From an optimization exercise on the open Yosys and OpenROAD flow, aimed at small area; shortcuts taken in it are not production practice. RTL that was checked went through simulation tests only; none was proved equivalent to the original. Power is estimated from default activity; no workload was simulated.

== run a ==
==> module dma_pgen, before the edit <==
module dma_pgen #(
  parameter int QUE_DEPTH = 8,
  parameter int QUE_PFULL = 5
) (
  input  logic                   clk,
  input  logic                   rst,
  input  logic                   in_valid,
  output logic                   in_ready,
  input  dram_pkg::host_addr_t   in_addr,
  input  dma_pkt_pkg::data_t     in_data,
  input  dma_pkt_pkg::mask_t     in_mask,
  input  logic                   in_isrd,
  output logic                   icnt_valid,
  input  logic                   icnt_rdy,
  output dma_pkt_pkg::req_type_t icnt_req_type,
  output dram_pkg::ch_addr_t     icnt_ch,
  output dram_pkg::bk_addr_t     icnt_bk,
  output dram_pkg::row_addr_t    icnt_row,
  output dram_pkg::col_addr_t    icnt_col,
  output dma_pkt_pkg::data_t     icnt_data,
  output dma_pkt_pkg::mask_t     icnt_mask,
  output logic                   orde_valid,
  input  logic                   orde_rdy,
  output dram_pkg::ch_addr_t     orde_ch,
  output dram_pkg::bk_addr_t     orde_bk,
  output dram_pkg::row_addr_t    orde_row,
  output dram_pkg::col_addr_t    orde_col,
  output logic                   dreg_valid,
  input  logic                   dreg_rdy,
  output dma_pkt_pkg::data_t     dreg_data
);
  localparam int NSLOT = 6;    
  localparam int EW    = 102;  
  logic       init_done;   
  logic       dec_valid;   
  logic       dec_mk;      
  logic [2:0] tk_ptr;      
  logic [2:0] rd_ptr;      
  logic       empty, pfull, take, exq_wr, load, pop;
  logic [2:0] tk_nx, rd_nx, wr_ptr;
  assign tk_nx  = {tk_ptr[1:0], ~tk_ptr[2]};
  assign rd_nx  = {rd_ptr[1:0], ~rd_ptr[2]};
  assign empty  = (tk_ptr == rd_ptr);
  assign pfull  = (tk_nx == rd_ptr);      
  assign take   = dec_valid && !pfull;
  assign exq_wr = take && dec_mk;
  assign wr_ptr = (dec_valid && dec_mk) ? tk_nx : tk_ptr;
  assign in_ready = init_done && (!dec_valid || !pfull);
  assign load     = in_valid && in_ready;
  always_ff @(posedge clk or posedge rst) begin
    if (rst) begin
      init_done <= 1'b0;
      dec_valid <= 1'b0;
      tk_ptr    <= '0;
      rd_ptr    <= '0;
    end else begin
      init_done <= 1'b1;
      if (load)        dec_valid <= 1'b1;
      else if (!pfull) dec_valid <= 1'b0;
      if (exq_wr) tk_ptr <= tk_nx;
      if (pop)    rd_ptr <= rd_nx;
    end
  end
  logic        in_cfr;
  logic [1:0]  in_idx;
  logic [63:0] cfr_reg [4];
  assign in_cfr = in_addr[31];
  assign in_idx = in_addr[4:3];
  logic        cfr_rd, keep_n;
  logic [63:0] ent_data;      
  assign cfr_rd = in_cfr && in_isrd;
  assign keep_n = !(rst || cfr_rd);
  always_ff @(posedge clk) begin
    for (int r = 0; r < 4; r++) begin
      for (int b = 0; b < 8; b++) begin
        if (rst || (load && in_cfr && !in_isrd && in_idx == r && in_mask[b])) begin
          cfr_reg[r][8*b +: 8] <= ent_data[8*b +: 8];
        end
      end
    end
  end
  logic [EW-1:0]    slot [NSLOT];
  logic [EW-1:0]    ent_d;
  logic [NSLOT-1:0] wr_sel, rd_sel;
  logic [3:0]  cfr_sel;
  assign cfr_sel = {4{cfr_rd && !rst}} & {in_idx == 2'd3, in_idx == 2'd2, in_idx == 2'd1, in_idx == 2'd0};
  for (genvar i = 0; i < 64; i++) begin : g_ent
    logic t0, t1;
    aoi222 u_t0 (.a1(cfr_reg[0][i]), .a2(cfr_sel[0]), .b1(cfr_reg[1][i]), .b2(cfr_sel[1]),
                 .c1(cfr_reg[2][i]), .c2(cfr_sel[2]), .y(t0));
    aoi22  u_t1 (.a1(cfr_reg[3][i]), .a2(cfr_sel[3]), .b1(in_data[i]), .b2(keep_n), .y(t1));
    assign ent_data[i] = !(t0 && t1);
  end
  assign ent_d = {in_cfr, in_isrd, in_addr[30:3], ent_data, in_mask};
  assign wr_sel = {wr_ptr[2] & ~wr_ptr[1], wr_ptr[1] & ~wr_ptr[0], wr_ptr[2] & wr_ptr[0],
                   ~wr_ptr[2] & wr_ptr[1], ~wr_ptr[1] & wr_ptr[0], ~wr_ptr[2] & ~wr_ptr[0]};
  assign rd_sel = {rd_ptr[2] & ~rd_ptr[1], rd_ptr[1] & ~rd_ptr[0], rd_ptr[2] & rd_ptr[0],
                   ~rd_ptr[2] & rd_ptr[1], ~rd_ptr[1] & rd_ptr[0], ~rd_ptr[2] & ~rd_ptr[0]};
  always_ff @(posedge clk) begin
    if (load) dec_mk <= !in_cfr || in_isrd;
    for (int k = 0; k < NSLOT; k++) begin
      if (load && wr_sel[k]) slot[k] <= ent_d;
    end
  end
  logic [EW-1:0] head;
  for (genvar i = 0; i < EW; i++) begin : g_head
    logic t0, t1;
    aoi222 u_t0 (.a1(slot[0][i]), .a2(rd_sel[0]), .b1(slot[1][i]), .b2(rd_sel[1]),
                 .c1(slot[2][i]), .c2(rd_sel[2]), .y(t0));
    aoi222 u_t1 (.a1(slot[3][i]), .a2(rd_sel[3]), .b1(slot[4][i]), .b2(rd_sel[4]),
                 .c1(slot[5][i]), .c2(rd_sel[5]), .y(t1));
    assign head[i] = !(t0 && t1);
  end
  logic h_cfr, h_rd;
  assign h_cfr = head[101];
  assign h_rd  = head[100];
  assign icnt_valid = !empty && !h_cfr && (!h_rd || orde_rdy);
  assign orde_valid = !empty && !h_cfr && h_rd && icnt_rdy;
  assign dreg_valid = !empty && h_cfr;
  assign pop        = !empty && (h_cfr ? dreg_rdy : (icnt_rdy && (!h_rd || orde_rdy)));
  assign icnt_req_type = dma_pkt_pkg::req_type_t'(h_rd);
  assign {icnt_ch, icnt_row, icnt_bk, icnt_col} = head[99:72];   
  assign {orde_ch, orde_row, orde_bk, orde_col} = head[99:72];
  assign icnt_data = head[71:8];
  assign dreg_data = head[71:8];
  assign icnt_mask = head[7:0];
endmodule
==> module aoi22, before the edit <==
module aoi22 (
  input  logic a1, a2, b1, b2,
  output logic y
);
  assign y = !((a1 && a2) || (b1 && b2));
endmodule
clock: 5.0 ns
lec_check: 0
cap_margin: 20
core_margin: 2
core_utilization: 40
slew_margin: 20
synth_hierarchical: 1
synth_minimum_keep_size: 0
standard.sh (not shown) runs the stock make flow with config.mk's settings and CLKGATE_MAP_FILE= SYNTH_SCRIPT=/design/flow/synth_recipe.tcl, a recipe that flattens the netlist after the stock synthesis.
==> flow/flow/run.sh <==
#!/bin/bash
# Standard layout, with the smallest buffer on the ports and no CTS dummy loads.
set -euo pipefail
bash standard.sh \
  "BUFFER_PORTS_ARGS=-buffer_cell sky130_fd_sc_hd__buf_1" \
  "CTS_ARGS=-sink_clustering_enable -repair_clock_nets -dont_use_dummy_load -buf_list sky130_fd_sc_hd__clkbuf_16 -sink_clustering_size 30 -sink_clustering_max_diameter 90" \
  finish > standard.log 2>&1
Inputs modified between run a and run b:
--- a/flow/design.v
+++ b/flow/design.v
@@ -129,13 +129,13 @@
   logic [NSLOT-1:0] wr_sel, rd_sel;
   logic [3:0]  cfr_sel;
   assign cfr_sel = {4{cfr_rd && !rst}} & {in_idx == 2'd3, in_idx == 2'd2, in_idx == 2'd1, in_idx == 2'd0};
   for (genvar i = 0; i < 64; i++) begin : g_ent
-    logic t0, t1;
+    logic t0;
     aoi222 u_t0 (.a1(cfr_reg[0][i]), .a2(cfr_sel[0]), .b1(cfr_reg[1][i]), .b2(cfr_sel[1]),
                  .c1(cfr_reg[2][i]), .c2(cfr_sel[2]), .y(t0));
-    aoi22  u_t1 (.a1(cfr_reg[3][i]), .a2(cfr_sel[3]), .b1(in_data[i]), .b2(keep_n), .y(t1));
-    assign ent_data[i] = !(t0 && t1);
+    ao221n u_t1 (.a1(cfr_reg[3][i]), .a2(cfr_sel[3]), .b1(in_data[i]), .b2(keep_n), .cn(t0),
+                 .y(ent_data[i]));
   end
   assign ent_d = {in_cfr, in_isrd, in_addr[30:3], ent_data, in_mask};
   assign wr_sel = {wr_ptr[2] & ~wr_ptr[1], wr_ptr[1] & ~wr_ptr[0], wr_ptr[2] & wr_ptr[0],
                    ~wr_ptr[2] & wr_ptr[1], ~wr_ptr[1] & wr_ptr[0], ~wr_ptr[2] & ~wr_ptr[0]};
@@ -175,10 +175,10 @@
   output logic y
 );
   assign y = !((a1 && a2) || (b1 && b2) || (c1 && c2));
 endmodule
-module aoi22 (
-  input  logic a1, a2, b1, b2,
+module ao221n (
+  input  logic a1, a2, b1, b2, cn,
   output logic y
 );
-  assign y = !((a1 && a2) || (b1 && b2));
+  assign y = (a1 && a2) || (b1 && b2) || !cn;
 endmodule
--- outcome ---
Run b: PASS, flow complete, no timing, DRC or antenna violations. Comparing run b and run a, placed instance area is higher on run a. Re setup-violating endpoint count in the final report: no difference whatsoever between run a and run b. Changes observed in run b relative to run a: clock group power closely matched the old numbers; total combinational power decreased by about 2% relative to the old numbers; total half-perimeter wirelength after legalization and detailed placement decreased by 0.88% relative to the old numbers; maximum fanout count along the critical path decreased by 43% relative to the old numbers; routed wire length decreased by about 1% relative to the old numbers. On setup slack, run a loses to run b. Proportion of synthesized chip area in sequential cells on run b is up relative to run a. Lower fraction of final layout cells with drive strength greater than 1 goes to run b over run a. Of run b and run a, run b shows the higher count of plain and timing-repair buffers in the layout, with run a below it. [run b] final standard cell utilization of the core fell 0.27 points relative to run a.
No functional check of the RTL was part of run a.

[separate check: timing with driven ports]
The results above use ideal ports. As a check the final layouts listed here were re-extracted and re-timed, cells and wires unchanged. Step 1 assumes that a clkbuf_16 drives the clock port and a buf_2 every other input. Step 2, shift: input delay + t, output delay - t, t = (earliest + latest rising clock arrival at the registers) / 2. This alone moves slack from input paths to output paths. a / b / c = no drivers / after step 1 / after step 2; a / b = the first two.
| run | t, ns | slack for setup (ns) | hold WS [ns] | worst setup path at the end | worst slew at a driven data input, ns |
|---|---|---|---|---|---|
| run a | 0.635 | 0.984 / 0.922 / 1.044 | 0.559 / 0.559 / 0.559 | input to register | 0.12 |
| run b | 0.635 | 1.013 / 0.948 / 1.523 | 0.574 / 0.574 / 0.574 | input to register | 0.10 |
After both steps every run listed still meets setup and hold.
